From an optimization exercise on the open Yosys and OpenROAD flow, aimed at small area, a short achievable clock period and few clock cycles per item; shortcuts taken in it are not production practice.
The RTL was checked by simulation tests, not by an equivalence proof against the original design.
Power and IR drop assume default switching activity. The clock port is modelled as an ideal driver; clocking choices that lean on that would not hold on a real chip.

==> flow/design.v <==
package fir_pkg;
    localparam int TAPS = 64;
    localparam int DW   = 16;
    localparam int CW   = 16;
    localparam int OW   = DW + CW + $clog2(TAPS);
    localparam int IW   = $clog2(TAPS);
    typedef logic signed [DW-1:0] sample_t;
    typedef logic signed [CW-1:0] coeff_t;
    typedef logic signed [OW-1:0] acc_t;
    typedef enum logic [1:0] {
        IDLE,
        MAC,
        DONE
    } state_t;
endpackage
module fir_coeff_rom (
    input  logic [fir_pkg::IW-1:0]        idx,
    output logic signed [fir_pkg::CW-1:0] coeff
);
    always_comb begin
        case (idx)
            6'd0: coeff =  16'sd512;
            6'd1: coeff =  16'sd496;
            6'd2: coeff =  16'sd480;
            6'd3: coeff =  16'sd464;
            6'd4: coeff =  16'sd448;
            6'd5: coeff =  16'sd432;
            6'd6: coeff =  16'sd416;
            6'd7: coeff =  16'sd400;
            6'd8: coeff =  16'sd384;
            6'd9: coeff =  16'sd368;
            6'd10: coeff =  16'sd352;
            6'd11: coeff =  16'sd336;
            6'd12: coeff =  16'sd320;
            6'd13: coeff =  16'sd304;
            6'd14: coeff =  16'sd288;
            6'd15: coeff =  16'sd272;
            6'd16: coeff =  16'sd256;
            6'd17: coeff =  16'sd240;
            6'd18: coeff =  16'sd224;
            6'd19: coeff =  16'sd208;
            6'd20: coeff =  16'sd192;
            6'd21: coeff =  16'sd176;
            6'd22: coeff =  16'sd160;
            6'd23: coeff =  16'sd144;
            6'd24: coeff =  16'sd128;
            6'd25: coeff =  16'sd112;
            6'd26: coeff =  16'sd96;
            6'd27: coeff =  16'sd80;
            6'd28: coeff =  16'sd64;
            6'd29: coeff =  16'sd48;
            6'd30: coeff =  16'sd32;
            6'd31: coeff =  16'sd16;
            6'd32: coeff =  16'sd0;
            6'd33: coeff = -16'sd16;
            6'd34: coeff = -16'sd32;
            6'd35: coeff = -16'sd48;
            6'd36: coeff = -16'sd64;
            6'd37: coeff = -16'sd80;
            6'd38: coeff = -16'sd96;
            6'd39: coeff = -16'sd112;
            6'd40: coeff = -16'sd128;
            6'd41: coeff = -16'sd144;
            6'd42: coeff = -16'sd160;
            6'd43: coeff = -16'sd176;
            6'd44: coeff = -16'sd192;
            6'd45: coeff = -16'sd208;
            6'd46: coeff = -16'sd224;
            6'd47: coeff = -16'sd240;
            6'd48: coeff = -16'sd256;
            6'd49: coeff = -16'sd272;
            6'd50: coeff = -16'sd288;
            6'd51: coeff = -16'sd304;
            6'd52: coeff = -16'sd320;
            6'd53: coeff = -16'sd336;
            6'd54: coeff = -16'sd352;
            6'd55: coeff = -16'sd368;
            6'd56: coeff = -16'sd384;
            6'd57: coeff = -16'sd400;
            6'd58: coeff = -16'sd416;
            6'd59: coeff = -16'sd432;
            6'd60: coeff = -16'sd448;
            6'd61: coeff = -16'sd464;
            6'd62: coeff = -16'sd480;
            6'd63: coeff = -16'sd496;
            default: coeff = '0;
        endcase
    end
endmodule
module fir_filter (
    input  logic                          clk,
    input  logic                          rst,
    input  logic signed [fir_pkg::DW-1:0] FIR_input,
    input  logic                          input_valid,
    output logic signed [fir_pkg::OW-1:0] FIR_output,
    output logic                          output_valid
);
    localparam int DW = fir_pkg::DW;
    localparam int NL = fir_pkg::TAPS - 1;    
    localparam int AW = 26;                   
    logic signed [DW-1:0]   d [0:NL-1];
    logic [5:0]             cnt;              
    logic [AW-1:0]          as, ac;           
    logic [AW-1:0]          bs, bc;           
    logic signed [AW-1:0]   y;                
    logic [DW-1:0]          x;
    logic [DW-1:0]          od;               
    assign x  = FIR_input;
    assign od = (cnt == 6'(NL)) ? d[NL-1] : '0;
    logic [AW-1:0] xe, oe, a1, a2, a3, a4, a5, a6, a7, a8, an_s, an_c;
    assign xe = AW'({{(AW-DW){x[DW-1]}}, x});
    assign oe = AW'({{(AW-DW){od[DW-1]}}, od});
    fir_csa #(.W(AW), .CI(1)) u_a1 (.a(as), .b(ac), .c(~bs), .s(a1), .cy(a2));
    fir_csa #(.W(AW), .CI(1)) u_a2 (.a(~bc), .b(oe << 5), .c(a1), .s(a3), .cy(a4));
    fir_csa #(.W(AW), .CI(0)) u_a3 (.a(a2), .b(a3), .c(a4), .s(a5), .cy(a6));
    fir_csa #(.W(AW), .CI(0)) u_a4 (.a(a5), .b(a6), .c(xe << 5), .s(a7), .cy(a8));
    fir_csa #(.W(AW), .CI(1)) u_a5 (.a(a7), .b(a8), .c(~xe), .s(an_s), .cy(an_c));
    logic [AW-1:0] b1, b2, bn_s, bn_c;
    fir_csa #(.W(AW), .CI(1)) u_b1 (.a(bs), .b(bc), .c(~oe), .s(b1), .cy(b2));
    fir_csa #(.W(AW), .CI(0)) u_b2 (.a(b1), .b(b2), .c(xe), .s(bn_s), .cy(bn_c));
    logic [AW-1:0] ar, t_new;
    logic [4:0]    ar_up, ar_dn;
    fir_ares u_ares (.as(as), .ac(ac), .a(ar), .up(ar_up), .dn(ar_dn));
    fir_tadd u_tadd (.a(ar), .up(ar_up), .dn(ar_dn), .x(x), .t(t_new));
    always_ff @(posedge clk) begin
        y <= t_new;
        if (input_valid) begin
            d[0] <= x;
            for (int k = 1; k < NL; k++) d[k] <= d[k-1];
        end
    end
    always_ff @(posedge clk) begin
        if (rst) begin
            cnt          <= '0;
            as           <= '0;
            ac           <= '0;
            bs           <= '0;
            bc           <= '0;
            output_valid <= 1'b0;
        end else begin
            output_valid <= input_valid;
            if (input_valid) begin
                if (cnt != 6'(NL)) cnt <= cnt + 6'd1;
                as <= an_s;
                ac <= an_c;
                bs <= bn_s;
                bc <= bn_c;
            end
        end
    end
    assign FIR_output = {{(fir_pkg::OW-AW-4){y[AW-1]}}, y, 4'b0000};
endmodule
module fir_csa #(
    parameter int W  = 26,
    parameter int CI = 0
) (
    input  logic [W-1:0] a,
    input  logic [W-1:0] b,
    input  logic [W-1:0] c,
    output logic [W-1:0] s,
    output logic [W-1:0] cy
);
    assign s  = a ^ b ^ c;
    assign cy = {((a[W-2:0] & b[W-2:0]) | (a[W-2:0] & c[W-2:0]) | (b[W-2:0] & c[W-2:0])), 1'(CI)};
endmodule
module fir_ares (
    input  logic [25:0] as,
    input  logic [25:0] ac,
    output logic [25:0] a,
    output logic [4:0]  up,
    output logic [4:0]  dn
);
    logic [25:0] p, g, c;
    fir_pg #(.W(26)) u_pg (.a(as), .b(ac), .p(p), .g(g));
    fir_carry #(.W(26)) u_c (.p(p), .g(g), .c(c), .cout());
    assign a  = p ^ c;
    assign up = a[25:21] + 5'd1;
    assign dn = a[25:21] - 5'd1;
endmodule
module fir_tadd (
    input  logic [25:0] a,
    input  logic [4:0]  up,
    input  logic [4:0]  dn,
    input  logic [15:0] x,
    output logic [25:0] t
);
    logic [15:0] p, g, c;
    logic        co;
    fir_pg #(.W(16)) u_pg (.a(a[20:5]), .b(x), .p(p), .g(g));
    fir_carry #(.W(16)) u_c (.p(p), .g(g), .c(c), .cout(co));
    assign t = {(co == x[15]) ? a[25:21] : co ? up : dn, p ^ c, a[4:0]};
endmodule
module fir_pg #(
    parameter int W = 26
) (
    input  logic [W-1:0] a,
    input  logic [W-1:0] b,
    output logic [W-1:0] p,
    output logic [W-1:0] g
);
    assign p = a ^ b;
    assign g = a & b;
endmodule
module fir_carry #(
    parameter int W = 26
) (
    input  logic [W-1:0] p,
    input  logic [W-1:0] g,
    output logic [W-1:0] c,
    output logic         cout
);
    localparam int LV = $clog2(W);
    logic [(LV+1)*W-1:0] gg, pp;
    assign gg[W-1:0] = g;
    assign pp[W-1:0] = p;
    for (genvar l = 0; l < LV; l++) begin : g_lvl
        fir_ks_level #(.W(W), .D(1 << l)) u_lvl (
            .p  (pp[l*W +: W]),
            .g  (gg[l*W +: W]),
            .po (pp[(l+1)*W +: W]),
            .go (gg[(l+1)*W +: W])
        );
    end
    assign c    = {gg[(LV+1)*W-2:LV*W], 1'b0};
    assign cout = gg[(LV+1)*W-1];
endmodule
module fir_ks_level #(
    parameter int W = 26,
    parameter int D = 1
) (
    input  logic [W-1:0] p,
    input  logic [W-1:0] g,
    output logic [W-1:0] po,
    output logic [W-1:0] go
);
    assign go = {g[W-1:D] | (p[W-1:D] & g[W-1-D:0]), g[D-1:0]};
    assign po = {p[W-1:D] & p[W-1-D:0], p[D-1:0]};
endmodule
Settings: LEC_CHECK=0, ABC_CLOCK_PERIOD_IN_PS=100, CAP_MARGIN=20, CORE_MARGIN=2, CORE_UTILIZATION=60, SLEW_MARGIN=20, SYNTH_HIERARCHICAL=1, SYNTH_MINIMUM_KEEP_SIZE=0; clock period 12.0 ns.
standard.sh (not shown) runs the stock make flow with config.mk's settings and CLKGATE_MAP_FILE= SYNTH_SCRIPT=/design/flow/synth_recipe.tcl, a recipe that flattens the netlist after the stock synthesis.
==> flow/flow/run.sh <==
#!/bin/bash
# The standard layout, with these changes to how it optimises:
#  - timing repair aims well past the required period (a setup margin),
#  - resizing may change a cell's footprint (the platform pins it otherwise),
#  - port buffers start as plain buffers instead of delay cells,
#  - the clock tree has no dummy loads.
set -euo pipefail
bash standard.sh \
  SETUP_SLACK_MARGIN=8.7 \
  MATCH_CELL_FOOTPRINT=0 \
  "BUFFER_PORTS_ARGS=-buffer_cell sky130_fd_sc_hd__buf_4" \
  "CTS_ARGS=-sink_clustering_enable -repair_clock_nets -dont_use_dummy_load -sink_clustering_size 30 -sink_clustering_max_diameter 100 -buf_list {sky130_fd_sc_hd__clkbuf_8 sky130_fd_sc_hd__clkbuf_16}" \
  finish > standard.log 2>&1
Testbench counts at the start, summed over its fixed seeds: cycles 2,408, items 2,400.
Then changed:
--- a/flow/design.v
+++ b/flow/design.v
@@ -213,26 +213,17 @@
     logic [(LV+1)*W-1:0] gg, pp;
     assign gg[W-1:0] = g;
     assign pp[W-1:0] = p;
     for (genvar l = 0; l < LV; l++) begin : g_lvl
-        fir_ks_level #(.W(W), .D(1 << l)) u_lvl (
-            .p  (pp[l*W +: W]),
-            .g  (gg[l*W +: W]),
-            .po (pp[(l+1)*W +: W]),
-            .go (gg[(l+1)*W +: W])
-        );
+        for (genvar i = 0; i < W; i++) begin : g_bit
+            if (i >= (1 << l)) begin : g_op
+                assign gg[(l+1)*W+i] = gg[l*W+i] | (pp[l*W+i] & gg[l*W+i-(1<<l)]);
+                assign pp[(l+1)*W+i] = pp[l*W+i] & pp[l*W+i-(1<<l)];
+            end else begin : g_pass
+                assign gg[(l+1)*W+i] = gg[l*W+i];
+                assign pp[(l+1)*W+i] = pp[l*W+i];
+            end
+        end
     end
     assign c    = {gg[(LV+1)*W-2:LV*W], 1'b0};
     assign cout = gg[(LV+1)*W-1];
 endmodule
-module fir_ks_level #(
-    parameter int W = 26,
-    parameter int D = 1
-) (
-    input  logic [W-1:0] p,
-    input  logic [W-1:0] g,
-    output logic [W-1:0] po,
-    output logic [W-1:0] go
-);
-    assign go = {g[W-1:D] | (p[W-1:D] & g[W-1-D:0]), g[D-1:0]};
-    assign po = {p[W-1:D] & p[W-1-D:0], p[D-1:0]};
-endmodule
What happened: The new run finished with timing, DRC and antenna clean. Flip-flop and latch count is unchanged. Fmax went down by a few percent. Global-route usage stays flat. Clock skew is higher by 31 ps. Count of clock-buffer cells in the layout came out higher by 2. Final area went down slightly. Total power hardly moves. Setup slack gets worse by 220 ps. Wire length went down by a few percent. Synthesized area goes down by a few percent.
Testbench counts after the change, summed over its fixed seeds: cycles 2,408, items 2,400.

-- static timing again, ports no longer ideal --
The results above use ideal ports. As a check the final layouts listed here were re-extracted and re-timed, cells and wires unchanged. Step 1 (the two cells are an assumption about what drives the block):
set clk [get_ports {clk}]
set_driving_cell -lib_cell sky130_fd_sc_hd__clkbuf_16 $clk
set_driving_cell -lib_cell sky130_fd_sc_hd__buf_2 [delete_from_list [all_inputs] $clk]
Step 2 also shifts input and output timing later by t, the mid clock arrival at the registers, as if the neighbouring blocks saw the same clock. Slacks: no drivers / after step 1 / after step 2; pairs: no drivers / after step 1.
run | t, ns | setup slack, ns | worst setup path at the end | worst data-port slew with drivers (ns)
the first run | 0.658 | 8.467 / 8.405 / 7.887 | input to register | 0.15
the second run | 0.650 | 8.248 / 8.248 / 7.703 | input to register | 0.24
After both steps every run listed still meets setup and hold. The setup slack of the first run, which loses most, moves by -0.062 ns with the drivers and by -0.580 ns with both steps.
